This design comes from an exercise in tuning for small area, a short achievable clock period and few clock cycles per item on the open sky130 flow, not from production work. Function was checked by simulation only, so behaviour that the tests miss may differ from the original.

==> flow/design.v, too long to show whole: its modules and the start of the top module <==
// module material_eval: 2185 lines
// module phase_count: 375 lines
// module taper_blend: 1577 lines
// module eval_control: 57 lines
// module board_eval: 50 lines
module board_eval
#(
   parameter int EVAL_WIDTH = 16                       
)
(
   input  logic                         clk,
   input  logic                         reset,
   input  logic [255:0]                 board_in,
   input  logic                         board_valid,
   input  logic                         attack_done,
   input  logic                         clear_eval,
   output logic signed [EVAL_WIDTH-1:0] eval,
   output logic                         eval_valid
);
  // ...
==> flow/flow/run.sh <==
#!/bin/bash
# The standard layout with two changes:
#  - after the standard synthesis, fapol.py removes inverters around the full adders
#    by using some adders with all pins inverted (a full adder is self-dual); the
#    registers are not touched;
#  - the input and output ports are buffered with buf_2 cells.
set -euo pipefail
R=orfs/results/sky130hd/board_eval/base
bash standard.sh synth > synth_flow.log 2>&1
cp $R/1_2_yosys.v synth_standard.v
python3 flow/fapol.py synth_standard.v $R/1_2_yosys.v > fapol.log 2>&1
touch $R/1_2_yosys.v
bash standard.sh finish BUFFER_PORTS_ARGS="-buffer_cell sky130_fd_sc_hd__buf_2" > finish_flow.log 2>&1
==> flow/flow/fapol.py <==
#!/usr/bin/env python3
"""Removes inverters around full-adder cells in a Yosys gate netlist.

A full adder is self-dual: FA(~a, ~b, ~c) = (~sum, ~cout). Synthesis extracts full
adders with arbitrary input and output polarities and fills the gaps with inverters.
This script picks, for every full adder, whether to use it as is or with all of its
pins inverted, so as to need as few inverters as possible, then rewires the netlist:
every inverter is removed and one inverter per net is put back where some load
needs the inverted value. Registers and all other cells are left as they are.

usage: fapol.py in.v out.v
"""
import math
import random
import re
import sys
from collections import defaultdict

OUT_PINS = {'X', 'Y', 'Q', 'Q_N', 'SUM', 'COUT', 'HI', 'LO'}

src = open(sys.argv[1]).read()
m = re.search(r'^module\s.*?;\n', src, re.S | re.M)
head_end = m.end()
body = src[head_end:]
inst_re = re.compile(r'^\s*(sky130_fd_sc_hd__\w+)\s+(\S+)\s*\((.*?)\);\n', re.S | re.M)
pin_re = re.compile(r'\.(\w+)\(([^()]*)\)')

decls = []       # text lines that are not instances (ports, wires)
insts = []       # [type, name, [(pin, net)]]
pos = 0
for mm in inst_re.finditer(body):
    decls.append(body[pos:mm.start()])
    insts.append([mm.group(1), mm.group(2), [(p, n.strip()) for p, n in pin_re.findall(mm.group(3))]])
    pos = mm.end()
tail = body[pos:]
assert 'assign' not in ''.join(decls) + tail, 'assign statements not handled'

outputs = set()
for line in src[:head_end].split('\n') + ''.join(decls).split('\n'):
    mo = re.match(r'\s*output\s+(\[(\d+):(\d+)\]\s+)?(\S+);', line)
    if mo:
        if mo.group(1):
            hi, lo = int(mo.group(2)), int(mo.group(3))
            for i in range(min(hi, lo), max(hi, lo) + 1):
                outputs.add('%s[%d]' % (mo.group(4), i))
        else:
            outputs.add(mo.group(4))


def is_inv(t):
    return re.match(r'sky130_fd_sc_hd__inv_\d+$', t) is not None


def is_fa(t):
    return re.match(r'sky130_fd_sc_hd__fa_\d+$', t) is not None


driver = {}
for idx, (t, name, pins) in enumerate(insts):
    for p, n in pins:
        if p in OUT_PINS:
            driver[n] = idx

# Inverters that may be removed: not driving an output port
removable = set()
for idx, (t, name, pins) in enumerate(insts):
    if is_inv(t):
        y = dict(pins)['Y']
        if y not in outputs:
            removable.add(idx)


def resolve(n):
    """(base net, parity) through removable inverters."""
    par = 0
    seen = 0
    while n in driver and driver[n] in removable:
        n = dict(insts[driver[n]][2])['A']
        par ^= 1
        seen += 1
        assert seen < 100
    return n, par


# Loads: (instance index, pin, base, parity)
loads = []
for idx, (t, name, pins) in enumerate(insts):
    if idx in removable:
        continue
    for p, n in pins:
        if p in OUT_PINS:
            continue
        b, par = resolve(n)
        loads.append((idx, p, b, par))

fa_ids = [i for i, x in enumerate(insts) if is_fa(x[0])]
flip = defaultdict(int)
loads_of_base = defaultdict(list)
for li, (idx, p, b, par) in enumerate(loads):
    loads_of_base[b].append(li)


def drv_flip(b):
    d = driver.get(b)
    return flip[d] if d is not None and is_fa(insts[d][0]) else 0


def need_inv(li):
    idx, p, b, par = loads[li]
    lf = flip[idx] if is_fa(insts[idx][0]) else 0
    return par ^ lf ^ drv_flip(b)


def base_cost(b):
    return 1 if any(need_inv(li) for li in loads_of_base[b]) else 0


def fa_bases(i):
    out = set()
    for p, n in insts[i][2]:
        if p in OUT_PINS:
            out.add(n)
        else:
            out.add(resolve(n)[0])
    return out


bases_of_fa = {i: fa_bases(i) for i in fa_ids}
all_bases = set(loads_of_base)
before = sum(base_cost(b) for b in all_bases)
def local_cost(i):
    return sum(base_cost(b) for b in bases_of_fa[i])


# Greedy single flips, then simulated annealing with a fixed seed
def greedy():
    for sweep in range(50):
        changed = 0
        for i in fa_ids:
            c0 = local_cost(i)
            flip[i] ^= 1
            if local_cost(i) < c0:
                changed += 1
            else:
                flip[i] ^= 1
        if not changed:
            break


greedy()
rng = random.Random(1)
cur = sum(base_cost(b) for b in all_bases)
best = cur
best_flip = dict(flip)
steps = 300000
for step in range(steps):
    temp = 1.5 * (1 - step / steps) + 0.05
    i = rng.choice(fa_ids)
    c0 = local_cost(i)
    flip[i] ^= 1
    d = local_cost(i) - c0
    if d <= 0 or rng.random() < math.exp(-d / temp):
        cur += d
        if cur < best:
            best = cur
            best_flip = dict(flip)
    else:
        flip[i] ^= 1
flip.clear()
flip.update(best_flip)
greedy()
after = sum(base_cost(b) for b in all_bases)
n_removable = len(removable)

# Rewire
inv_net = {}
new_insts = []
k = 0
for b in sorted(all_bases):
    if base_cost(b):
        w = '_fapol_n%d_' % k
        inv_net[b] = w
        new_insts.append(['sky130_fd_sc_hd__inv_1', '_fapol_i%d_' % k, [('A', b), ('Y', w)]])
        k += 1
pin_net = {}
for li, (idx, p, b, par) in enumerate(loads):
    pin_net[(idx, p)] = inv_net[b] if need_inv(li) else b

dead = set(dict(insts[i][2])['Y'] for i in removable)


def drop_dead(text):
    keep = []
    for line in text.split('\n'):
        mo = re.match(r'\s*wire\s+(\S+)\s*;\s*$', line)
        if mo and mo.group(1) in dead:
            continue
        keep.append(line)
    return '\n'.join(keep)


decls = [drop_dead(x) for x in decls]
out = [src[:head_end]]
out.append(''.join(decls[:1]))
for b, w in sorted(inv_net.items(), key=lambda x: x[1]):
    out.append('  wire %s;\n' % w)
out.append(''.join(decls[1:]))


def emit(t, name, pins):
    s = '  %s %s (\n' % (t, name)
    s += ',\n'.join('    .%s(%s%s)' % (p, n, ' ' if n.startswith('\\') else '') for p, n in pins)
    return s + '\n  );\n'


for idx, (t, name, pins) in enumerate(insts):
    if idx in removable:
        continue
    pins = [(p, n if p in OUT_PINS else pin_net[(idx, p)]) for p, n in pins]
    out.append(emit(t, name, pins))
for t, name, pins in new_insts:
    out.append(emit(t, name, pins))
out.append(tail)
open(sys.argv[2], 'w').write(''.join(out))
print('fapol: %d full adders, %d flipped; inverters %d -> %d'
      % (len(fa_ids), sum(flip[i] for i in fa_ids), n_removable, after))
if len(sys.argv) > 3:
    from collections import Counter
    c = Counter()
    for b in inv_net:
        allinv = all(need_inv(li) for li in loads_of_base[b])
        d = driver.get(b)
        dt = insts[d][0].replace('sky130_fd_sc_hd__', '') if d is not None else 'port'
        c[(allinv, dt)] += 1
    for k, v in c.most_common(30):
        print(v, k)
==> flow/standard.sh <==
#!/bin/bash
# synth_recipe.tcl (not shown) runs the flow's synth.tcl, then flattens the netlist and writes it again
# the make line also repeats each setting of config.mk as NAME=value (left out here)
make -C /OpenROAD-flow-scripts/flow DESIGN_CONFIG=/design/flow/config.mk WORK_HOME=/design/flow/orfs CLKGATE_MAP_FILE= SYNTH_SCRIPT=/design/flow/synth_recipe.tcl "${@:-finish}"
==> flow/config.mk <==
export PLATFORM = sky130hd
export DESIGN_NAME = board_eval
export DESIGN_NICKNAME = board_eval
export VERILOG_FILES = /design/flow/design.v
export SDC_FILE = /design/flow/constraint.sdc
export NUM_CORES = 4
export LEC_CHECK = 0
export CAP_MARGIN = 20
export CORE_MARGIN = 2
export CORE_UTILIZATION = 40
export SETUP_SLACK_MARGIN = 1.3
export SLEW_MARGIN = 20
==> flow/constraint.sdc <==
create_clock -name core_clock -period 7.0 [get_ports {clk}]
set_input_delay 1.4000 -clock core_clock [delete_from_list [all_inputs] [get_ports {clk}]]
set_output_delay 1.4000 -clock core_clock [all_outputs]
set_load 0.01 [all_outputs]
==> out/results.env, run 1 <==
CTS.REPAIR_TIMING.SETUP_BUFFER_COUNT=47
HOLD_VIOLATION_COUNT_IN_THE_FINAL_REPORT=0
LARGEST_REGISTER_FFS=42
CRITPATHLAUNCHTYPE='flop'
CRIT_CHAIN='buf_16 > a22o_1 > a221oi_2 > xnor2_1 > fa_1 > inv_1 > fa_1 > fa_1 > ha_4 > inv_2 > ha_4 > and4_1 > o2111a_2 > a21o_4 > o21a_1 > o21a_2 > nor4b_4 > nand4b_1 > or4_4 > nand3_2 > xor2_1'
ROUTE.MET2.WL_MM=44.8
DRT_FIRST_PASS_ITERS=9
AREA_DOMINANT_CLASS='multi-input gates'
CRIT_PATH_FREQUENT_CELL='fa_1'
GROUTE.LAYER.MET3.USAGE=0.0305
FF_TO_FF_PATH_DEPTH=21
AREA.SHARE.SEQUENTIAL=0.0915
DPL-INSTANCE-AREA_MM2=0.0324
WORST_EP_ARRIVAL_TIME_NS=6.05
SYN-NUM-NETS=3969
GRT.MET1_USAGE=0.275
DIE_W_UM=278
OUTCOME='no timing/DRC/antenna violations'
R2R-END='u_taper_blend.eval[15]'
MIN_FROM='u_phase_count.officers[0]'
DETAIL-ROUTE-ANTENNA-NETS=0
TIMING.CRITICAL_PATH.TO='u_taper_blend.eval[15]'
DP_HPWL_MM=77.6
Testbench counts, summed over its fixed seeds: cycles 2,048, boards 512.
==> run 2, diff against run 1 <==
--- a/flow/config.mk
+++ b/flow/config.mk
@@ -10,3 +10,3 @@
 export CORE_UTILIZATION = 40
-export SETUP_SLACK_MARGIN = 1.3
+export SETUP_SLACK_MARGIN = 1.0
 export SLEW_MARGIN = 20
==> run 2 against run 1 <==
  * Largest cell class unchanged
  * Register-to-register slack worse by 0.03 ns
  * Count of clock-buffer cells in the layout is 2 lower
  * First-iteration DRC count is 2.9% higher
  * Global-route usage is 0.59 points lower
  * Synthesized cell count stayed put
  * Die area stayed put
  * Setup slack worse by 0.027 ns
==> out/results.env, run 2 <==
YOSYSWARNINGS=4
CP_TOP_FAMILY='adder cells'
CP_MAX_FO=15
DIE_W_UM=278  # unchanged
AVGROUTEDWIREPERCELL_UM=21.0
WORST_SLEW_PIN_SLEW_NS=0.734
OUTCOME='no timing/DRC/antenna violations'
CRIT_PATH_MAX_DELAY_CELL_TYPE='or4_4'
SLOWEST_DELAY_NS=0.51
SYN-NUM-NETS=3969  # unchanged
WORST_EP_ARRIVAL_TIME_NS=6.09  # +0.04 ns
CTSHTREEMAXLEVEL=4
POST_CTS_HOLD_BUFFER_COUNT=0
GR-USAGE-ALL-LAYERS=0.226
MIN-DELAY-PATH-CLASS='reg -> reg'
DRT_FIRST_PASS_ITERS=6  # -3
HOLD_VIOLATION_COUNT_IN_THE_FINAL_REPORT=0  # unchanged
TIMING.MAX_CAP.VIOLATIONS=0
CHIPHEIGHT_UM=278
FINAL_NET_COUNT=4190
LAYOUT_TOP_REGISTERS='u_material_eval.cnt x42, u_taper_blend.dig x24, u_taper_blend.p3 x18'
DIE_AREA_MM2=0.0772
TIMING.FINAL.CRIT_PERIOD_NS=5.88
CLOCKBUFFERDEPTH=2
FINAL_COMMON_CELL='fa_1'
VIAS=20780
CLKSINKCOUNT=145
CRITPATHREQUIREDTIME_NS=7.20
CORE-AREA_MM2=0.0743
TIMING_MAX_TRANSITION_VIOLATIONS_FINAL=0
SYN2LAYOUT_AREA_GROWTH_PCT=11.6
CATEGORY_OF_THE_MOST_CRITICAL_SETUP_PATH='reg -> reg'
DETAIL-ROUTE-ANTENNA-NETS=0  # unchanged
IO_BUFFER_COUNT=277
GR-TOTAL-OVERFLOW=0
FMAX_MHz=170
PIN_COUNT=278
INSERTION_DELAY_NS=0.46
PRECTSSETUPSLACK_NS=0.674
DP_HPWL_MM=77.5  # -0.13%
ANTENNA_FOUND_INITIAL=12
POST-ROUTE-DRC-COUNT=0
LAYOUT_WORST_PATH_CYCLE_SHARE=0.841
FINAL.SETUP.TNS_NS=0
POST-ROUTE-WORST-SETUP-SLACK_NS=1.12
SYNTH.AVG_CELL_AREA_UM2=10.4
GRT_MAX_DEGREE=31
SETUP_REPAIR_AFTER_GLOBAL_ROUTING_MISSED_ITS_MARGIN='yes'
SETUP_VIOLATIONS=0
TIMING.SLEW.HEADROOM=0.504
MOSTFREQUENTLAYOUTCELLS='fa_1 (592), xnor2_1 (442), inv_1 (357)'
LAYOUT-DRIVE-GT1-SHARE=0.147
CRITICAL_PATH_BUF_INV_COUNT=1
TOTAL_DETAILED_ROUTING_WIRELENGTH_MM=86.2
GRT_FIRST_PASS_WIRELENGTH_MM=132
POST_SYNTH_INSTANCE_AREA_MM2=0.0300
NETLIST_INSTANCES=2890
DETAILEDROUTE.FIRSTITERATIONVIOLATIONS=1366
CRIT_CHAIN='a22o_1 > a221oi_1 > xnor2_1 > fa_1 > fa_1 > fa_1 > inv_1 > fa_1 > ha_4 > a21o_1 > a21o_1 > a21oi_2 > o221ai_2 > a22o_1 > or4_4 > nand3_2 > nand4b_2 > or4_4 > nand3_2 > xor2_1'
DPL-INSTANCE-AREA_MM2=0.0323  # -0.33%
CTS.CLK_SLEW.WORST_PATHS_NS=0.06
GP_CONGESTION=0.964
FINAL_DESIGN_AREA_NO_FILL_MM2=0.0335
CRIT_PATH_FREQUENT_CELL='fa_1'
MOST_FLOP_HEAVY_REGISTER='u_material_eval.cnt'
POST_LAYOUT_NONFILLER_INSTANCES=4097
VIA_PER_INST=5.07
CLOCK_TREE.ROOT_CELL='clkbuf_16'
FINALCLOCKSKEW_NS=0.0134
ROWS=100
PLACED_CELLS=4045
LARGEST_REGISTER_FFS=42  # unchanged
CRITPATHLAUNCHTYPE='flop'
CTS_TREE='yes'
FLOORPLAN.INITIALDENSITY=0.404
CRITPATHCAPTURETYPE='flop'
TIMING.REG2REG.SETUP_SLACK_NS=1.12
GRT_PASS1_VIAS=21945
CTS-BUFFERS-INSERTED=17
==> run 2: per-layer routing <==
metal  vias up  part of all wire  GRT usage
met5         -           0.00062          0
met4        12             0.052      0.105
met3       162             0.047     0.0268
met2       690              0.50      0.405
met1     10211              0.40      0.271
li1       9705                 -          -
==> run 2: worst paths after layout <==
path	start	end	depth (start not counted)
setup reg to reg	u_taper_blend.p1[7]	u_taper_blend.eval[15]	20
hold reg to reg	u_eval_control.capture_d	u_eval_control.load	1
hold / removal	u_eval_control.capture_d	u_eval_control.load	1
setup / recovery	u_taper_blend.p1[7]	u_taper_blend.eval[15]	20
==> run 2: repair_timing <==
action,in CTS,in global routing
gates cloned,0,0
pin swaps,3,15
hold endpoints to repair,0,0
resized for setup,44,77
setup buffers,5,11
setup endpoints to repair,6,7
==> run 2: final cells by class <==
type,instances,area [um2]
inverter,359,1350
antenna,4,10.0
tap,969,1210
clock buffer,17,425
fill,7071,40900
clock inverter,15,164
multi-input combinational,2287,25600
timing repair buffer,301,1570
sequential,145,3130
==> run 2: worst reg2reg max path, delay by kind of cell (launching register included) <==
family                   cells  cell delay (ns)
adder cells (fa/ha/maj)      5             2.04
AO/OA/AOI/OAI                7             1.56
AND/OR/NAND/NOR              5             1.35
flip-flops                   1             0.42
XOR/XNOR                     2             0.21
buffers and inverters        1             0.08
==> run 2: through the flow <==
stage / utilization / hold slack (ns)
final: 0.450 / 0.442
after global routing: 0.450 / 0.455
after CTS: 0.444 / 0.443
after detailed placement: 0.434 / 0.430
after global placement: 0.434 / 0.424
after floorplan: - / 0.414
==> run 3, diff against run 2 <==
--- a/flow/flow/run.sh
+++ b/flow/flow/run.sh
@@ -5,3 +5,3 @@
 #    registers are not touched;
-#  - the input and output ports are buffered with buf_2 cells.
+#  - the input and output ports are buffered with buf_1 cells.
 set -euo pipefail
@@ -12,2 +12,2 @@
 touch $R/1_2_yosys.v
-bash standard.sh finish BUFFER_PORTS_ARGS="-buffer_cell sky130_fd_sc_hd__buf_2" > finish_flow.log 2>&1
+bash standard.sh finish BUFFER_PORTS_ARGS="-buffer_cell sky130_fd_sc_hd__buf_1" > finish_flow.log 2>&1
--- a/flow/config.mk
+++ b/flow/config.mk
@@ -10,3 +10,3 @@
 export CORE_UTILIZATION = 40
-export SETUP_SLACK_MARGIN = 1.0
+export SETUP_SLACK_MARGIN = 0.8
 export SLEW_MARGIN = 20
==> run 3 against run 2 <==
  * Hold slack lost 0.0074 ns
  * Flip-flop and latch count stayed put
  * Clock skew grew 0.0018 ns
  * Highest routed layer unchanged
  * Still clean
  * Synthesized area unchanged
  * Cell area decreased by 2.1%
  * Fmax decreased by 1.5%
==> out/results.env, run 3 <==
PRECTSSETUPSLACK_NS=0.672  # -0.00163 ns
MIN-DELAY-PATH-CLASS='reg -> reg'
PIN_COUNT=278  # unchanged
CRITPATHCAPTURETYPE='flop'
CRIT_CHAIN='buf_6 > a22o_1 > a221oi_1 > xnor2_1 > ha_1 > xor2_1 > fa_1 > fa_1 > ha_1 > inv_1 > ha_1 > o21ai_0 > o21bai_2 > a21o_1 > o211a_4 > or4_4 > nand3_2 > nand4b_2 > or4_1 > nand3_1 > xor2_1'
POST-ROUTE-DRC-COUNT=0  # unchanged
CRITPATHREQUIREDTIME_NS=7.19  # about the same
FINALCOREUTILIZATION=0.441  # -0.00931
DETAIL-ROUTE-ANTENNA-NETS=0  # unchanged
CRIT_PATH_FREQUENT_CELL='ha_1'
CLKSINKCOUNT=145  # unchanged
WORST_EP_ARRIVAL_TIME_NS=6.17  # +0.08 ns
LAYOUT_WORST_PATH_CYCLE_SHARE=0.853  # +0.0126
SLOWEST_DELAY_NS=0.51  # about the same
TIMING.SLEW.HEADROOM=0.465  # -0.0387
TIMING.REG2REG.SETUP_SLACK_NS=1.03  # -0.09 ns
SYNTH.AVG_CELL_AREA_UM2=10.4  # unchanged
SYN-NUM-NETS=3969  # unchanged
SETUP_REPAIR_AFTER_GLOBAL_ROUTING_MISSED_ITS_MARGIN='no'
TIMING.FINAL.CRIT_PERIOD_NS=5.97  # +0.0879 ns
CLOCKBUFFERDEPTH=2  # unchanged
GR-TOTAL-OVERFLOW=0  # unchanged
POST_SYNTH_INSTANCE_AREA_MM2=0.0300  # unchanged
FINALCLOCKSKEW_NS=0.0152  # +0.00180 ns
MOSTFREQUENTLAYOUTCELLS='fa_1 (593), xnor2_1 (444), inv_1 (357)'
TOTAL_DETAILED_ROUTING_WIRELENGTH_MM=85.5  # -0.79%
GRT_PASS1_VIAS=22320  # +1.7%
INSERTION_DELAY_NS=0.45  # about the same
DETAILEDROUTE.FIRSTITERATIONVIOLATIONS=1378  # +0.88%
FMAX_MHz=167  # -1.5%
CTS_TREE='yes'
CTS-BUFFERS-INSERTED=17  # unchanged
DIE_AREA_MM2=0.0772  # unchanged
ANTENNA_FOUND_INITIAL=2  # -10
CRITPATHLAUNCHTYPE='flop'
DP_HPWL_MM=77.4  # -0.17%
CHIPHEIGHT_UM=278  # unchanged
CP_TOP_FAMILY='adder cells'
TIMING.MAX_CAP.VIOLATIONS=0  # unchanged
VIA_PER_INST=5.05  # -0.51%
MOST_FLOP_HEAVY_REGISTER='u_material_eval.cnt'
HOLD_VIOLATION_COUNT_IN_THE_FINAL_REPORT=0  # unchanged
CTSHTREEMAXLEVEL=4  # unchanged
LAYOUT_TOP_REGISTERS='u_material_eval.cnt x42, u_taper_blend.dig x24, u_taper_blend.p3 x18'
TIMING_MAX_TRANSITION_VIOLATIONS_FINAL=0  # unchanged
CLOCK_TREE.ROOT_CELL='clkbuf_16'
DIE_W_UM=278  # unchanged
SETUP_VIOLATIONS=0  # unchanged
GRT_FIRST_PASS_WIRELENGTH_MM=132  # +0.66%
NETLIST_INSTANCES=2890  # unchanged
CATEGORY_OF_THE_MOST_CRITICAL_SETUP_PATH='reg -> reg'
OUTCOME='no timing/DRC/antenna violations'
CP_MAX_FO=30  # +15
CRITICAL_PATH_BUF_INV_COUNT=2  # +1
YOSYSWARNINGS=4  # unchanged
FINAL.SETUP.TNS_NS=0  # unchanged
LAYOUT-DRIVE-GT1-SHARE=0.0453  # -0.102
IO_BUFFER_COUNT=277  # unchanged
GP_CONGESTION=0.980  # +1.6%
ROWS=100  # unchanged
FINAL_NET_COUNT=4183  # -0.17%
POST-ROUTE-WORST-SETUP-SLACK_NS=1.03  # -0.0879 ns
AVGROUTEDWIREPERCELL_UM=20.9  # -0.52%
CRIT_PATH_MAX_DELAY_CELL_TYPE='fa_1'
FINAL_COMMON_CELL='fa_1'
SYN2LAYOUT_AREA_GROWTH_PCT=9.28
FILL_CELLS=7310  # +3.4%
DRT_FIRST_PASS_ITERS=11  # +5
WORST_SLEW_PIN_SLEW_NS=0.796  # +0.0627 ns
LARGEST_REGISTER_FFS=42  # unchanged
GR-USAGE-ALL-LAYERS=0.228  # +0.00126
GRT_MAX_DEGREE=31  # unchanged
VIAS=20618  # -0.78%
POST_CTS_HOLD_BUFFER_COUNT=0  # unchanged
FLOORPLAN.INITIALDENSITY=0.404  # unchanged
CTS.CLK_SLEW.WORST_PATHS_NS=0.07  # about the same
CORE-AREA_MM2=0.0743  # unchanged
==> run 3: cell type report <==
class	count	area [um2]	area share
antenna	1	2.50	0.0000763
clock buffer	17	425	0.0130
clock inverter	14	123	0.00374
inverter	359	1350	0.0412
multi-input combinational	2287	25400	0.774
sequential	145	3110	0.0948
tap	969	1210	0.0370
timing repair buffer	294	1170	0.0357
==> run 3: what timing repair did <==
action,in CTS,in global routing
gates resized for setup,10,61
pin swaps,0,10
gates cloned,0,0
endpoints found under the hold margin,0,0
setup endpoints to repair,1,8
setup buffers,0,9
==> run 3: worst reg2reg max path, stage by stage (launching register included) <==
cell      delay [ns]
dfxtp_1         0.31
buf_6           0.18
a22o_1          0.24
a221oi_1        0.44
xnor2_1         0.16
ha_1            0.32
xor2_1          0.17
fa_1            0.51
fa_1            0.42
ha_1            0.31
inv_1           0.05
ha_1            0.32
o21ai_0         0.29
o21bai_2        0.11
a21o_1          0.23
o211a_4         0.27
or4_4           0.51
nand3_2         0.10
nand4b_2        0.13
or4_1           0.47
nand3_1         0.10
xor2_1          0.06
==> run 3: final timing paths <==
| path | start | end | cells after the start |
|---|---|---|---|
| max | u_taper_blend.p1[11] | u_taper_blend.eval[15] | 21 |
| min | u_eval_control.capture_d | u_eval_control.load | 1 |
| max reg2reg | u_taper_blend.p1[11] | u_taper_blend.eval[15] | 21 |
| min reg2reg | u_eval_control.capture_d | u_eval_control.load | 1 |
==> run 3: per-layer routing <==
layer / GRT usage / wire length (um) / share of wire / vias to the layer above
met1: 0.273 / 34100 / 0.40 / 10124
met4: 0.0973 / 4120 / 0.048 / 2
met3: 0.0303 / 4080 / 0.048 / 147
met5: 0 / 12 / 0.00014 / -
li1: - / - / - / 9670
met2: 0.408 / 43200 / 0.50 / 675
==> run 3: stage by stage <==
stage          cell area, um2  cells  hold slack [ns]
2_1_floorplan           30000   2890            0.414
3_3_place_gp            31900   4045            0.418
3_5_place_dp            31900   4045            0.424
4_1_cts                 32500   4076            0.436
5_1_grt                 32800   4085            0.450
6_report                32800   4086            0.434
==> run 4, diff against run 3 <==
--- a/flow/config.mk
+++ b/flow/config.mk
@@ -10,3 +10,3 @@
 export CORE_UTILIZATION = 40
-export SETUP_SLACK_MARGIN = 0.8
+export SETUP_SLACK_MARGIN = 1.15
 export SLEW_MARGIN = 20
==> run 4 against run 3 <==
  * Critical endpoint unchanged
  * Largest cell class unchanged
  * Synthesized cell count is the same
  * Flip-flop and latch count is the same
  * Via count increased by 0.92%
  * Global-route usage is 0.15 points higher
  * Critical path type unchanged
  * Still clean on timing, DRC and antenna
==> out/results.env, run 4 <==
SYNTH.AVG_CELL_AREA_UM2=10.4  # unchanged
SYN2LAYOUT_AREA_GROWTH_PCT=11.5
DPL-INSTANCE-AREA_MM2=0.0320  # +0.18%
DETAILEDROUTE.FIRSTITERATIONVIOLATIONS=1412  # +2.5%
SETUP_VIOLATIONS=0  # unchanged
HOLD_VIOLATION_COUNT_IN_THE_FINAL_REPORT=0  # unchanged
CTSHTREEMAXLEVEL=4  # unchanged
DIE_AREA_MM2=0.0772  # unchanged
TIMING_MAX_TRANSITION_VIOLATIONS_FINAL=0  # unchanged
YOSYSWARNINGS=4  # unchanged
MOST_FLOP_HEAVY_REGISTER='u_material_eval.cnt'
FINAL_COMMON_CELL='fa_1'
AVGROUTEDWIREPERCELL_UM=21.1  # +0.88%
GRT_PASS1_VIAS=22661  # +1.5%
LARGEST_REGISTER_FFS=42  # unchanged
GP_CONGESTION=0.976  # -0.34%
SYN-NUM-NETS=3969  # unchanged
MOSTFREQUENTLAYOUTCELLS='fa_1 (590), xnor2_1 (443), inv_1 (356)'
FMAX_MHz=170  # +1.3%
FINAL_DESIGN_AREA_NO_FILL_MM2=0.0335  # +2.1%
CHIPHEIGHT_UM=278  # unchanged
CTS_TREE='yes'
CORE-AREA_MM2=0.0743  # unchanged
VIA_PER_INST=5.06  # +0.28%
OUTCOME='no timing/DRC/antenna violations'
INSERTION_DELAY_NS=0.45  # about the same
HOLD-WORST-SLACK_NS=0.449  # +0.0144 ns
GR-USAGE-ALL-LAYERS=0.229  # +0.00149
CRITPATHREQUIREDTIME_NS=7.29  # +0.10 ns
GRT_MAX_DEGREE=26  # -16%
FINAL_NET_COUNT=4205  # +0.53%
REGAREA_MM2=0.00313  # +0.77%
SETUP_REPAIR_AFTER_GLOBAL_ROUTING_MISSED_ITS_MARGIN='yes'
CLOCK_TREE.ROOT_CELL='clkbuf_16'
MIN-DELAY-PATH-CLASS='reg -> reg'
ANTENNA_FOUND_INITIAL=4  # +2
WORST_EP_ARRIVAL_TIME_NS=6.18  # about the same
CP_MAX_FO=12  # -60%
CTS.CLK_SLEW.WORST_PATHS_NS=0.07  # about the same
GRT_FIRST_PASS_WIRELENGTH_MM=134  # +1.3%
DETAIL-ROUTE-ANTENNA-NETS=0  # unchanged
TIMING.FINAL.CRIT_PERIOD_NS=5.89  # -0.0782 ns
FINALCOREUTILIZATION=0.450  # +0.00909
SLOWEST_DELAY_NS=0.57  # +0.06 ns
POST-ROUTE-WORST-SETUP-SLACK_NS=1.11  # +0.0782 ns
PRECTSSETUPSLACK_NS=0.611  # -0.0612 ns
POST_LAYOUT_NONFILLER_INSTANCES=4112  # +0.64%
PLACED_CELLS=4050  # +0.12%
ROWS=100  # unchanged
LAYOUT-DRIVE-GT1-SHARE=0.0685  # +0.0232
CATEGORY_OF_THE_MOST_CRITICAL_SETUP_PATH='reg -> reg'
CRIT_CHAIN='buf_12 > clkbuf_16 > a22o_1 > a221oi_1 > xnor2_1 > fa_1 > fa_2 > fa_1 > ha_4 > inv_1 > ha_4 > and4_1 > o2111a_2 > a21oi_4 > nor4b_2 > a311oi_2 > and4bb_2 > nand4b_1 > or4_4 > nand3_2 > xor2_1'
FINALCLOCKSKEW_NS=0.0110  # -0.00416 ns
TOTAL_DETAILED_ROUTING_WIRELENGTH_MM=86.8  # +1.5%
TIMING.SLEW.HEADROOM=0.505  # +0.0392
DRT_FIRST_PASS_ITERS=8  # -3
CLOCKBUFFERDEPTH=2  # unchanged
CTS-BUFFERS-INSERTED=17  # unchanged
CLKSINKCOUNT=145  # unchanged
CRIT_PATH_MAX_DELAY_CELL_TYPE='fa_2'
COMBINED_AREA_OF_THE_MULTI_INPUT_LOGIC_CELLS_MM2=0.0257  # +1.4%
DP_HPWL_MM=77.7  # +0.40%
CRITPATHCAPTURETYPE='flop'
TIMING.MAX_CAP.VIOLATIONS=0  # unchanged
IO_BUFFER_COUNT=277  # unchanged
WORST_SLEW_PIN_SLEW_NS=0.742  # -0.0542 ns
FINAL.SETUP.TNS_NS=0  # unchanged
NETLIST_INSTANCES=2890  # unchanged
POST_SYNTH_INSTANCE_AREA_MM2=0.0300  # unchanged
DIE_W_UM=278  # unchanged
FILL_CELLS=7197  # -1.5%
POST-ROUTE-DRC-COUNT=0  # unchanged
VIAS=20807  # +0.92%
POST_CTS_HOLD_BUFFER_COUNT=0  # unchanged
CRITPATHLAUNCHTYPE='flop'
LAYOUT_TOP_REGISTERS='u_material_eval.cnt x42, u_taper_blend.dig x24, u_taper_blend.p3 x18'
PIN_COUNT=278  # unchanged
GR-TOTAL-OVERFLOW=0  # unchanged
LAYOUT_WORST_PATH_CYCLE_SHARE=0.842  # -0.0112
FLOORPLAN.INITIALDENSITY=0.404  # unchanged
run 4: cell types whose count changed in the layout (fill, tap and decap cells not counted), moves of 4 or more:
cell / delta
buf_1: -4
dfxtp_4: +7
buf_4: +18
ha_4: +7
a221oi_2: +11
clkbuf_2: +4
ha_1: -8
a221oi_1: -13
dfxtp_1: -5
run 4: final cells by class:
cell class / instances / share of cell area
Clock inverter: 15 / 0.00583
Inverter: 359 / 0.0404
Timing Repair Buffer: 316 / 0.0417
Tap cell: 969 / 0.0362
Multi-Input combinational cell: 2287 / 0.769
Clock buffer: 17 / 0.0127
Sequential cell: 145 / 0.0936
Antenna cell: 4 / 0.000299
run 4: worst paths after layout:
| kind | startpoint | endpoint | slack, ns | depth (start not counted) |
|---|---|---|---|---|
| worst max register to register | u_taper_blend.p1[11] | u_taper_blend.eval[15] | 1.11 | 21 |
| worst max-delay path | u_taper_blend.p1[11] | u_taper_blend.eval[15] | 1.11 | 21 |
| worst min register to register | u_eval_control.capture_d | u_eval_control.load | 0.45 | 1 |
| worst min-delay path | u_eval_control.capture_d | u_eval_control.load | 0.45 | 1 |
run 4: metal layers:
metal  GRT usage  wire, um  up-vias
met5           0        20        -
met4      0.0967      4210        2
met3      0.0281      3830      171
met2       0.416     44300      691
met1       0.272     34400    10214
li1            -         -     9729
run 4: what timing repair did:
item	4_1_cts	5_1_grt
pin swaps	17	28
endpoints found under the setup margin	9	9
cloned	0	1
buffers inserted	11	14
resized for setup	88	54
run 4: worst max-delay path, delay by kind of cell (launching register included):
| family | cells | cell delay (ns) |
|---|---|---|
| AOI/OAI and AO/OA | 5 | 1.00 |
| xor gates and xnor gates | 2 | 0.33 |
| adders and majority gates | 5 | 2.06 |
| buffers and inverters | 3 | 0.34 |
| DFF | 1 | 0.37 |
| and+or+nand+nor | 6 | 1.64 |
==> run 5, diff against run 4 <==
--- a/flow/config.mk
+++ b/flow/config.mk
@@ -7,2 +7,3 @@
 export LEC_CHECK = 0
+export ABC_AREA = 1
 export CAP_MARGIN = 20
@@ -10,3 +11,3 @@
 export CORE_UTILIZATION = 40
-export SETUP_SLACK_MARGIN = 1.15
+export SETUP_SLACK_MARGIN = 1.0
 export SLEW_MARGIN = 20
==> run 5 against run 4 <==
  * First-iteration DRC count grew 33%
  * Cell area grew 2.4%
  * Global-route usage grew 1.3 points
  * Sequential share of layout area shrank 0.41 points
  * Cell count grew 18%
  * Utilization shrank 0.86 points
  * Synthesized cell count grew 24%
  * Hold slack lost 0.039 ns
  * Count of clock-buffer cells in the layout is the same
  * Flip-flop and latch count is the same
  * Largest cell class unchanged
  * Highest routed layer unchanged
==> out/results.env, run 5 <==
OUTCOME='no timing/DRC/antenna violations'
DRT_FIRST_PASS_ITERS=7  # -1
CTS_TREE='yes'
FLOORPLAN.INITIALDENSITY=0.404  # +0.000842
CLOCK_TREE.ROOT_CELL='clkbuf_16'
CHIPHEIGHT_UM=284  # +2.3%
SYN2LAYOUT_AREA_GROWTH_PCT=9.17
DETAILEDROUTE.FIRSTITERATIONVIOLATIONS=1878  # +33%
TIMING.MAX_CAP.VIOLATIONS=0  # unchanged
YOSYSWARNINGS=4  # unchanged
GRT_FIRST_PASS_WIRELENGTH_MM=148  # +10%
POST_SYNTH_INSTANCE_AREA_MM2=0.0314  # +4.6%
SETUP_REPAIR_AFTER_GLOBAL_ROUTING_MISSED_ITS_MARGIN='yes'
CTS.CLK_SLEW.WORST_PATHS_NS=0.07  # about the same
FMAX_MHz=175  # +3.0%
CRIT_PATH_FREQUENT_CELL='fa_1'
SYN-NUM-NETS=4662  # +17%
VIAS=24202  # +16%
CRIT_CHAIN='buf_1 > clkinv_1 > xor2_1 > inv_1 > fa_1 > fa_1 > fa_1 > fa_1 > fa_1 > fa_1 > inv_1 > ha_1 > nand2_1 > nor2_1 > a211oi_2 > nor2_1 > o21ai_0 > nand2_1 > xor2_1'
SYNTH.AVG_CELL_AREA_UM2=8.76  # -16%
AVGROUTEDWIREPERCELL_UM=19.8  # -6.4%
FINALCLOCKSKEW_NS=0.0238  # +0.0128 ns
HOLD_VIOLATION_COUNT_IN_THE_FINAL_REPORT=0  # unchanged
CRIT_PATH_MAX_DELAY_CELL_TYPE='fa_1'
LAYOUT_WORST_PATH_CYCLE_SHARE=0.817  # -0.0246
SETUP_VIOLATIONS=0  # unchanged
DETAIL-ROUTE-ANTENNA-NETS=0  # unchanged
GRT_PASS1_VIAS=25015  # +10%
LAYOUT_TOP_REGISTERS='u_material_eval.cnt x42, u_taper_blend.dig x24, u_taper_blend.p3 x18'
DPL-INSTANCE-AREA_MM2=0.0335  # +4.6%
CTSHTREEMAXLEVEL=4  # unchanged
CRITPATHCAPTURETYPE='flop'
ROWS=102  # +2.0%
MOSTFREQUENTLAYOUTCELLS='inv_1 (641), nand2_1 (598), fa_1 (596)'
SLOWEST_DELAY_NS=0.57  # about the same
DP_HPWL_MM=87.3  # +12%
FINAL.SETUP.TNS_NS=0  # unchanged
TOTAL_DETAILED_ROUTING_WIRELENGTH_MM=96.2  # +11%
CLOCKBUFFERDEPTH=2  # unchanged
COMBINED_AREA_OF_THE_MULTI_INPUT_LOGIC_CELLS_MM2=0.0255  # -0.71%
IO_BUFFER_COUNT=277  # unchanged
GP_CONGESTION=0.974  # -0.26%
FILL_CELLS=7696  # +6.9%
MIN-DELAY-PATH-CLASS='reg -> reg'
DIE_AREA_MM2=0.0807  # +4.6%
WORST_SLEW_PIN_SLEW_NS=0.858  # +0.116 ns
REGAREA_MM2=0.00306  # -2.1%
MOST_FLOP_HEAVY_REGISTER='u_material_eval.cnt'
GRT_MAX_DEGREE=21  # -19%
TIMING.FINAL.CRIT_PERIOD_NS=5.72  # -0.172 ns
CLKSINKCOUNT=145  # unchanged
GR-USAGE-ALL-LAYERS=0.242  # +0.0127
TIMING.SLEW.HEADROOM=0.427  # -0.0775
PIN_COUNT=278  # unchanged
CRITPATHREQUIREDTIME_NS=7.36  # +0.07 ns
NETLIST_INSTANCES=3583  # +24%
ANTENNA_FOUND_INITIAL=4  # unchanged
FINAL_DESIGN_AREA_NO_FILL_MM2=0.0343  # +2.4%
WORST_EP_ARRIVAL_TIME_NS=6.08  # -0.10 ns
VIA_PER_INST=4.97  # -1.7%
CRITPATHLAUNCHTYPE='input port'
CP_MAX_FO=5  # -7
GR-TOTAL-OVERFLOW=0  # unchanged
CATEGORY_OF_THE_MOST_CRITICAL_SETUP_PATH='in -> reg'
FINAL_COMMON_CELL='inv_1'
TIMING_MAX_TRANSITION_VIOLATIONS_FINAL=0  # unchanged
POST-ROUTE-DRC-COUNT=0  # unchanged
LARGEST_REGISTER_FFS=42  # unchanged
FINALCOREUTILIZATION=0.442  # -0.00862
POST_CTS_HOLD_BUFFER_COUNT=0  # unchanged
LAYOUT-DRIVE-GT1-SHARE=0.0361  # -0.0324
INSERTION_DELAY_NS=0.47  # +0.02 ns
DIE_W_UM=284  # +2.3%
CORE-AREA_MM2=0.0776  # +4.4%
FINAL_NET_COUNT=4891  # +16%
CTS-BUFFERS-INSERTED=17  # unchanged
==> run 5: timing repair <==
action / 4_1_cts / 5_1_grt
setup buffers: 0 / 9
setup endpoints to repair: 0 / 18
gates resized for setup: 0 / 36
==> run 5: cell type report <==
class	instances	area share
repair inverters	1	0.000146
multi-input cells	2689	0.746
well taps	1040	0.0380
flip-flops and latches	145	0.0894
clock inverters	15	0.00541
repair buffers	296	0.0348
inverters	662	0.0738
clock buffers	17	0.0124
diodes	2	0.000146
==> run 5: metal layers <==
metal,vias to the layer above,part of all wire,track usage
met1,11727,0.41,0.302
met3,149,0.053,0.0295
met2,817,0.50,0.429
met4,4,0.040,0.0871
li1,11505,-,-
met5,-,0.00031,0
==> run 5: worst paths after layout <==
| kind | startpoint | end | slack, ns | cells past startpoint |
|---|---|---|---|---|
| setup reg to reg | u_taper_blend.dig[1] | u_taper_blend.eval[11] | 1.30 | 25 |
| hold / removal | u_eval_control.capture_d | u_eval_control.load | 0.41 | 2 |
| setup / recovery | board_in[39] | u_material_eval.cnt[33] | 1.28 | 19 |
| hold reg to reg | u_eval_control.capture_d | u_eval_control.load | 0.41 | 2 |
==> run 5: worst max-delay path: cells and delay by family <==
kind | cells | cell delay (ns)
adder cells (fa/ha/maj) | 7 | 3.19
AO/OA/AOI/OAI | 2 | 0.36
XOR/XNOR | 2 | 0.38
AND/OR/NAND/NOR | 4 | 0.29
buffers and inverters | 4 | 0.48
==> run 5: stage by stage <==
step | cells | setup slack, ns | hold slack [ns]
after floorplan | 3583 | 1.04 | 0.388
after global placement | 4823 | 0.770 | 0.402
after detailed placement | 4823 | 0.718 | 0.404
after CTS | 4855 | 1.14 | 0.414
after global routing | 4865 | 0.959 | 0.431
final | 4867 | 1.28 | 0.410
==> run 6, diff against run 5 <==
--- a/flow/config.mk
+++ b/flow/config.mk
@@ -7,3 +7,2 @@
 export LEC_CHECK = 0
-export ABC_AREA = 1
 export CAP_MARGIN = 20
==> run 6 against run 5 <==
  * Still clean
  * Hold slack improved by 0.033 ns
  * Sequential share of layout area increased by 0.50 points
  * First-iteration DRC count decreased by 26%
  * Cell area decreased by 3.2%
  * Flip-flop and latch count unchanged
  * Fmax decreased by 1.8%
  * Critical path depth unchanged
  * Synthesized area decreased by 4.4%
==> out/results.env, run 6 <==
CTS_TREE='yes'
MOSTFREQUENTLAYOUTCELLS='fa_1 (589), xnor2_1 (443), inv_1 (357)'
CORE-AREA_MM2=0.0743  # -4.2%
GP_CONGESTION=0.966  # -0.81%
PIN_COUNT=278  # unchanged
INSERTEDDIODECOUNT=0  # -2
DRT_FIRST_PASS_ITERS=10  # +3
DETAIL-ROUTE-ANTENNA-NETS=0  # unchanged
WORST_EP_ARRIVAL_TIME_NS=6.02  # -0.06 ns
TOP_USAGE_LAYER='met2'
DIE_AREA_MM2=0.0772  # -4.4%
FINAL.SETUP.TNS_NS=0  # unchanged
DETAILEDROUTE.FIRSTITERATIONVIOLATIONS=1392  # -26%
SYNTH.AVG_CELL_AREA_UM2=10.4  # +19%
TOTAL_DETAILED_ROUTING_WIRELENGTH_MM=87.2  # -9.4%
GR-USAGE-ALL-LAYERS=0.229  # -0.0129
CTS.CLK_SLEW.WORST_PATHS_NS=0.07  # about the same
TIMING.SLEW.HEADROOM=0.507  # +0.0800
CHIPHEIGHT_UM=278  # -2.2%
CRITPATHREQUIREDTIME_NS=7.19  # -0.17 ns
FF_TO_FF_PATH_DEPTH=19  # -24%
GR-TOTAL-OVERFLOW=0  # unchanged
GRT.MET2_USAGE=0.415  # -0.0138
CRITPATHLAUNCHTYPE='flop'
ANTENNA_FOUND_INITIAL=1  # -3
DIE_W_UM=278  # -2.2%
GRT.MET1_USAGE=0.276  # -0.0261
VIA_PER_INST=5.10  # +2.5%
FLOORPLAN.INITIALDENSITY=0.404  # -0.000842
GRT_MAX_DEGREE=31  # +48%
VIAS=20898  # -14%
TIMING.MAX_CAP.VIOLATIONS=0  # unchanged
WORST_HOLD_PATH.NUM_CELLS=1  # -1
IO_BUFFER_COUNT=277  # unchanged
SLOWEST_DELAY_NS=0.53  # -0.04 ns
MIN_FROM='u_eval_control.capture_d'
FINAL_COMMON_CELL='fa_1'
MOST_FLOP_HEAVY_REGISTER='u_material_eval.cnt'
FMAX_MHz=172  # -1.8%
FILL_CELLS=7109  # -7.6%
TIMING.FINAL.CRIT_PERIOD_NS=5.82  # +0.102 ns
MIN-DELAY-PATH-CLASS='reg -> reg'
POST_SYNTH_INSTANCE_AREA_MM2=0.0300  # -4.4%
CRIT_PATH_MAX_DELAY_CELL_TYPE='or4b_4'
OUTCOME='no timing/DRC/antenna violations'
HOLD_VIOLATION_COUNT_IN_THE_FINAL_REPORT=0  # unchanged
INSERTION_DELAY_NS=0.45  # -0.02 ns
NETLIST_INSTANCES=2890  # -19%
GROUTE.LAYER.MET3.USAGE=0.0281  # -0.00132
YOSYSWARNINGS=4  # unchanged
CP_MAX_FO=15  # +10
AVGROUTEDWIREPERCELL_UM=21.3  # +7.6%
LAYOUT_WORST_PATH_CYCLE_SHARE=0.832  # +0.0146
POST-ROUTE-WORST-SETUP-SLACK_NS=1.18  # -0.102 ns
WORST_SLEW_PIN_SLEW_NS=0.738  # -0.120 ns
CRIT_CHAIN='clkinvlp_4 > xnor2_1 > fa_1 > inv_1 > fa_1 > ha_1 > inv_1 > ha_1 > a21oi_2 > nand2_1 > or4b_4 > a21o_4 > o211a_4 > or4_4 > nand3_2 > nand4b_2 > or4_1 > nand3_1 > xor2_1'
CTS-BUFFERS-INSERTED=17  # unchanged
SYN-NUM-NETS=3969  # -15%
CLOCK_TREE.ROOT_CELL='clkbuf_16'
LAYOUT_TOP_REGISTERS='u_material_eval.cnt x42, u_taper_blend.dig x24, u_taper_blend.p3 x18'
FINALCLOCKSKEW_NS=0.0171  # -0.00668 ns
HOLD-WORST-SLACK_NS=0.443  # +0.0330 ns
POST_CTS_HOLD_BUFFER_COUNT=0  # unchanged
PRECTSSETUPSLACK_NS=0.636  # -0.0822 ns
SETUP_REPAIR_AFTER_GLOBAL_ROUTING_MISSED_ITS_MARGIN='no'
DP_HPWL_MM=77.9  # -11%
FINAL_NET_COUNT=4196  # -14%
LAYOUT-DRIVE-GT1-SHARE=0.0617  # +0.0256
TIMING_MAX_TRANSITION_VIOLATIONS_FINAL=0  # unchanged
ROWS=100  # -2.0%
R2R-END='u_taper_blend.eval[15]'
CATEGORY_OF_THE_MOST_CRITICAL_SETUP_PATH='reg -> reg'
R2R-START='u_taper_blend.dig[14]'
CLKSINKCOUNT=145  # unchanged
GRT_FIRST_PASS_WIRELENGTH_MM=133  # -10%
POST-ROUTE-DRC-COUNT=0  # unchanged
LARGEST_REGISTER_FFS=42  # unchanged
SETUP_VIOLATIONS=0  # unchanged
CTSHTREEMAXLEVEL=4  # unchanged
SYN2LAYOUT_AREA_GROWTH_PCT=10.6
GRT_PASS1_VIAS=22101  # -12%
TIMING.REG2REG.SETUP_SLACK_NS=1.18  # -0.12 ns
CLOCKBUFFERDEPTH=2  # unchanged
CRITPATHCAPTURETYPE='flop'
TIMING.HOLD.WORST_ENDPOINT='u_eval_control.load'
[run 6: changes by cell type in the layout (fill, tap and decap cells not counted), sizes merged, moves of 51 or more]
cell | previous run | this run
nand2 | 614 | 101
xnor2 | 100 | 445
xor2 | 392 | 88
inv | 650 | 362
nor2b | 0 | 260
nor2 | 242 | 108
nand3 | 95 | 18
a22o | 2 | 58
o21ai | 82 | 31
[run 6: layout make-up]
cell class | count | area, um2 | share of cell area
Clock buffer | 21 | 480 | 0.0145
Multi-Input combinational cell | 2287 | 25600 | 0.772
Inverter | 359 | 1350 | 0.0407
Clock inverter | 11 | 118 | 0.00355
Tap cell | 969 | 1210 | 0.0365
Timing Repair Buffer | 307 | 1270 | 0.0384
Sequential cell | 145 | 3130 | 0.0945
[run 6: layer usage]
metal,part of all wire,wire [um],up-vias
li1,-,-,9707
met1,0.40,34500,10331
met2,0.51,44800,704
met3,0.046,3970,154
met4,0.044,3830,2
met5,0.00013,11,-
[run 6: worst max-delay path, delay by kind of cell, from the launching register on]
family,cells,cell delay [ns]
simple gates,7,1.93
compound gates,3,0.70
buf+inv,3,0.47
xor+xnor,2,0.52
fa+ha+maj,4,1.59
flops,1,0.37
[run 6: worst max path at each step]
stage / from / endpoint / cells past startpoint / slack, ns
3_3_place_gp: u_taper_blend.p1[12] / u_taper_blend.eval[15] / 20 / 0.71
5_1_grt: u_taper_blend.p1[11] / u_taper_blend.eval[12] / 23 / 0.96
2_1_floorplan: u_taper_blend.dig[9] / u_taper_blend.eval[15] / 21 / 1.02
6_report: u_taper_blend.dig[14] / u_taper_blend.eval[15] / 19 / 1.18
3_5_place_dp: u_taper_blend.dig[11] / u_taper_blend.eval[15] / 20 / 0.64
4_1_cts: u_taper_blend.dig[14] / u_taper_blend.eval[15] / 20 / 1.00
[run 6: what timing repair did]
item	CTS	global route
gates cloned	0	0
buffers inserted	2	18
pin swaps	4	26
gates resized for setup	32	91
setup endpoints to repair	7	10
[run 6: through the flow]
step                instance area, um2  std cells   util
floorplan                        30000       2890      -
global placement                 31900       4047  0.430
detailed placement               31900       4047  0.430
CTS                              32600       4081  0.439
global route                     33200       4099  0.446
finish                           33200       4099  0.446
==> run 7, diff against run 6 <==
--- a/flow/flow/fapol.py
+++ b/flow/flow/fapol.py
@@ -8,3 +8,5 @@
 every inverter is removed and one inverter per net is put back where some load
-needs the inverted value. Registers and all other cells are left as they are.
+needs the inverted value. An inverted input of a two-input XOR needs no inverter:
+the XOR becomes an XNOR (and back). Registers and all other cells are left as
+they are.
 
@@ -57,2 +59,12 @@
 
+def is_xor(t):
+    return re.match(r'sky130_fd_sc_hd__x(n)?or2_\d+$', t) is not None
+
+
+XOR_SWAP = {}
+for _d in (1, 2, 4):
+    XOR_SWAP['sky130_fd_sc_hd__xor2_%d' % _d] = 'sky130_fd_sc_hd__xnor2_%d' % _d
+    XOR_SWAP['sky130_fd_sc_hd__xnor2_%d' % _d] = 'sky130_fd_sc_hd__xor2_%d' % _d
+
+
 driver = {}
@@ -107,3 +119,3 @@
 
-def need_inv(li):
+def raw_inv(li):
     idx, p, b, par = loads[li]
@@ -111,2 +123,9 @@
     return par ^ lf ^ drv_flip(b)
+
+
+def need_inv(li):
+    # An inverted input of a two-input XOR is absorbed by swapping XOR and XNOR
+    if is_xor(insts[loads[li][0]][0]):
+        return 0
+    return raw_inv(li)
 
@@ -215,2 +234,7 @@
 
+toggles = defaultdict(int)
+for li, (idx, p, b, par) in enumerate(loads):
+    if is_xor(insts[idx][0]):
+        toggles[idx] ^= raw_inv(li)
+n_swapped = 0
 for idx, (t, name, pins) in enumerate(insts):
@@ -219,2 +243,7 @@
     pins = [(p, n if p in OUT_PINS else pin_net[(idx, p)]) for p, n in pins]
+    if toggles[idx]:
+        to = 'Y' if 'xnor2' in XOR_SWAP[t] else 'X'
+        t = XOR_SWAP[t]
+        pins = [(to if p in ('X', 'Y') else p, n) for p, n in pins]
+        n_swapped += 1
     out.append(emit(t, name, pins))
@@ -224,4 +253,4 @@
 open(sys.argv[2], 'w').write(''.join(out))
-print('fapol: %d full adders, %d flipped; inverters %d -> %d'
-      % (len(fa_ids), sum(flip[i] for i in fa_ids), n_removable, after))
+print('fapol: %d full adders, %d flipped; inverters %d -> %d; %d XOR/XNOR swapped'
+      % (len(fa_ids), sum(flip[i] for i in fa_ids), n_removable, after, n_swapped))
 if len(sys.argv) > 3:
==> run 7 against run 6 <==
  * Utilization about the same
  * Synthesized cell count down 1.3%
  * Cell area about the same
  * Critical path depth grew 1
  * Critical endpoint unchanged
  * Highest routed layer unchanged
==> out/results.env, run 7 <==
OUTCOME='no timing/DRC/antenna violations'
PIN_COUNT=278  # unchanged
SYNTH.AVG_CELL_AREA_UM2=10.5  # +0.83%
WORST_HOLD_PATH.NUM_CELLS=1  # unchanged
DIE_W_UM=277  # -0.23%
R2R-START='u_taper_blend.dig[6]'
FLOORPLAN.INITIALDENSITY=0.402  # -0.00119
VIAS=20700  # -0.95%
TOTAL_DETAILED_ROUTING_WIRELENGTH_MM=87.1  # about the same
POST-ROUTE-DRC-COUNT=0  # unchanged
GR-TOTAL-OVERFLOW=0  # unchanged
CRITPATHCAPTURETYPE='flop'
TIMING.FINAL.CRIT_PERIOD_NS=5.85  # +0.0212 ns
COMBINED_AREA_OF_THE_MULTI_INPUT_LOGIC_CELLS_MM2=0.0257  # +0.34%
NETLIST_INSTANCES=2853  # -1.3%
HOLD_VIOLATION_COUNT_IN_THE_FINAL_REPORT=0  # unchanged
LAYOUT_TOP_REGISTERS='u_material_eval.cnt x42, u_taper_blend.dig x24, u_taper_blend.p3 x18'
TIMING.SLEW.HEADROOM=0.466  # -0.0407
DETAIL-ROUTE-ANTENNA-NETS=0  # unchanged
CTSHTREEMAXLEVEL=4  # unchanged
IO_BUFFER_COUNT=277  # unchanged
FINAL_COMMON_CELL='fa_1'
SETUP_VIOLATIONS=0  # unchanged
YOSYSWARNINGS=4  # unchanged
FMAX_MHz=171  # -0.36%
LAYOUT_WORST_PATH_CYCLE_SHARE=0.835  # +0.00303
CHIPHEIGHT_UM=277  # -0.23%
DRT_FIRST_PASS_ITERS=8  # -2
SYN-NUM-NETS=3932  # -0.93%
VIA_PER_INST=5.09  # -0.14%
GRT_FIRST_PASS_WIRELENGTH_MM=132  # -0.58%
FINALCLOCKSKEW_NS=0.0126  # -0.00457 ns
AVGROUTEDWIREPERCELL_UM=21.4  # +0.73%
CATEGORY_OF_THE_MOST_CRITICAL_SETUP_PATH='reg -> reg'
SYN2LAYOUT_AREA_GROWTH_PCT=11.0
FILL_CELLS=7050  # -0.83%
CRIT_PATH_FREQUENT_CELL='ha_1'
CRIT_CHAIN='buf_4 > a221oi_1 > xnor2_1 > ha_1 > xor2_2 > fa_1 > fa_1 > ha_1 > inv_1 > ha_1 > and4_1 > o2111a_2 > a21o_4 > o21a_1 > o211ai_1 > nor4b_4 > nand4b_1 > or4_1 > nand3_1 > xor2_1'
CRIT_PATH_MAX_DELAY_CELL_TYPE='fa_1'
FINAL_NET_COUNT=4162  # -0.81%
CRITPATHLAUNCHTYPE='flop'
MOSTFREQUENTLAYOUTCELLS='fa_1 (586), xnor2_1 (350), inv_1 (320)'
DIE_AREA_MM2=0.0768  # -0.46%
CLKSINKCOUNT=145  # unchanged
CORE-AREA_MM2=0.0742  # -0.17%
TIMING.HOLD.WORST_ENDPOINT='u_eval_control.load'
FINALCOREUTILIZATION=0.447  # about the same
WORST_EP_ARRIVAL_TIME_NS=6.03  # about the same
PLACED_CELLS=4014  # -0.82%
CTS-BUFFERS-INSERTED=17  # unchanged
MIN-DELAY-PATH-CLASS='reg -> reg'
GRT_MAX_DEGREE=31  # unchanged
SLOWEST_DELAY_NS=0.51  # -0.02 ns
MOST_FLOP_HEAVY_REGISTER='u_material_eval.cnt'
CTS_TREE='yes'
DP_HPWL_MM=78.1  # +0.31%
LAYOUT-DRIVE-GT1-SHARE=0.0659  # +0.00425
FF_TO_FF_PATH_DEPTH=20  # +1
CLOCKBUFFERDEPTH=2  # unchanged
CTS.CLK_SLEW.WORST_PATHS_NS=0.06  # about the same
FINAL.SETUP.TNS_NS=0  # unchanged
MIN_FROM='u_eval_control.capture_d'
CLOCK_TREE.ROOT_CELL='clkbuf_16'
DETAILEDROUTE.FIRSTITERATIONVIOLATIONS=1515  # +8.8%
LARGEST_REGISTER_FFS=42  # unchanged
GP_CONGESTION=0.955  # -1.1%
GRT_PASS1_VIAS=22257  # +0.71%
SETUP_REPAIR_AFTER_GLOBAL_ROUTING_MISSED_ITS_MARGIN='no'
CP_MAX_FO=9  # -6
TIMING_MAX_TRANSITION_VIOLATIONS_FINAL=0  # unchanged
ANTENNA_FOUND_INITIAL=3  # +2
REGAREA_MM2=0.00314  # about the same
POST_SYNTH_INSTANCE_AREA_MM2=0.0299  # -0.46%
TIMING.REG2REG.SETUP_SLACK_NS=1.15  # -0.02 ns
TIMING.MAX_CAP.VIOLATIONS=0  # unchanged
ROWS=100  # unchanged
CRITPATHREQUIREDTIME_NS=7.18  # about the same
GR-USAGE-ALL-LAYERS=0.229  # about the same
INSERTION_DELAY_NS=0.44  # about the same
WORST_SLEW_PIN_SLEW_NS=0.795  # +0.0563 ns
R2R-END='u_taper_blend.eval[15]'
POST_LAYOUT_NONFILLER_INSTANCES=4066  # -0.81%
==> run 7: metal layers <==
metal / vias up / global-route usage / part of all wire
li1: 9637 / - / -
met3: 154 / 0.0235 / 0.041
met2: 654 / 0.420 / 0.51
met5: - / 0 / 0.00016
met1: 10253 / 0.273 / 0.40
met4: 2 / 0.0946 / 0.047
==> run 7: layout make-up <==
type                       instances  share of cell area
antenna                            2            0.000151
clock buffer                      20              0.0141
clock inverter                    11             0.00355
inverter                         322              0.0366
multi-input combinational       2287               0.775
sequential                       145              0.0946
tap                              969              0.0366
timing repair buffer             310              0.0392
==> run 7: worst max-delay path by stage <==
stage	startpoint	end	slack [ns]	cells past startpoint
2_1_floorplan	u_taper_blend.dig[9]	u_taper_blend.eval[15]	1.02	21
3_3_place_gp	u_taper_blend.dig[5]	u_taper_blend.eval[15]	0.72	21
3_5_place_dp	u_taper_blend.dig[5]	u_taper_blend.eval[15]	0.66	21
4_1_cts	u_taper_blend.p1[14]	u_taper_blend.eval[15]	1.01	19
5_1_grt	u_taper_blend.p1[11]	u_taper_blend.eval[15]	0.96	21
6_report	u_taper_blend.dig[6]	u_taper_blend.eval[15]	1.15	20
==> run 7: critical path, delay by kind of cell (launching register included) <==
| family | cells | cell delay (ns) |
|---|---|---|
| flip-flops | 1 | 0.40 |
| AND/OR/NAND/NOR | 5 | 1.30 |
| adder cells (fa/ha/maj) | 5 | 1.88 |
| XOR/XNOR | 3 | 0.52 |
| AO/OA/AOI/OAI | 5 | 1.23 |
| buffers and inverters | 2 | 0.24 |
==> run 7: through the flow <==
step | hold slack (ns) | setup slack, ns | area (um2)
after global placement | 0.419 | 0.720 | 31800
after detailed placement | 0.432 | 0.658 | 31800
after global routing | 0.477 | 0.960 | 33100
final | 0.439 | 1.15 | 33100
after floorplan | 0.414 | 1.02 | 29900
after CTS | 0.450 | 1.01 | 32500
==> run 7: what timing repair did <==
item	CTS	global route
endpoints found under the setup margin	6	8
hold buffers	0	0
pin swaps	7	37
setup buffers	4	15
resized for setup	34	105

==> re-timing with driven ports <==
The results above use ideal ports. As a check the final layouts listed here were re-extracted and re-timed, cells and wires unchanged. Step 1 assumes that a clkbuf_16 drives the clock port and a buf_2 every other input. Step 2 times the ports against the registers' clock, not the clock port: input delays grow and output delays shrink by t, the midpoint of the rising clock arrivals with the driver on. Three values: no drivers, after step 1, after step 2; two values: the first two.
run	t, ns	setup WS [ns]	worst setup path after step 2	slew at the worst register clock pin (ns)
run 1	0.502	1.142 / 1.142 / 0.970	input to register	0.07 / 0.07
run 2	0.512	1.115 / 1.115 / 0.940	input to register	0.08 / 0.08
run 3	0.502	1.027 / 1.027 / 0.876	input to register	0.07 / 0.07
run 4	0.504	1.105 / 1.105 / 0.924	input to register	0.07 / 0.07
run 5	0.516	1.278 / 1.300 / 0.794	input to register	0.08 / 0.08
run 6	0.498	1.175 / 1.175 / 0.885	input to register	0.07 / 0.07
run 7	0.489	1.154 / 1.154 / 0.875	input to register	0.07 / 0.07
After both steps setup and hold are still met in every run listed. For run 5, which loses most, drivers alone change the setup slack by +0.022 ns; drivers and shift together by -0.484 ns.
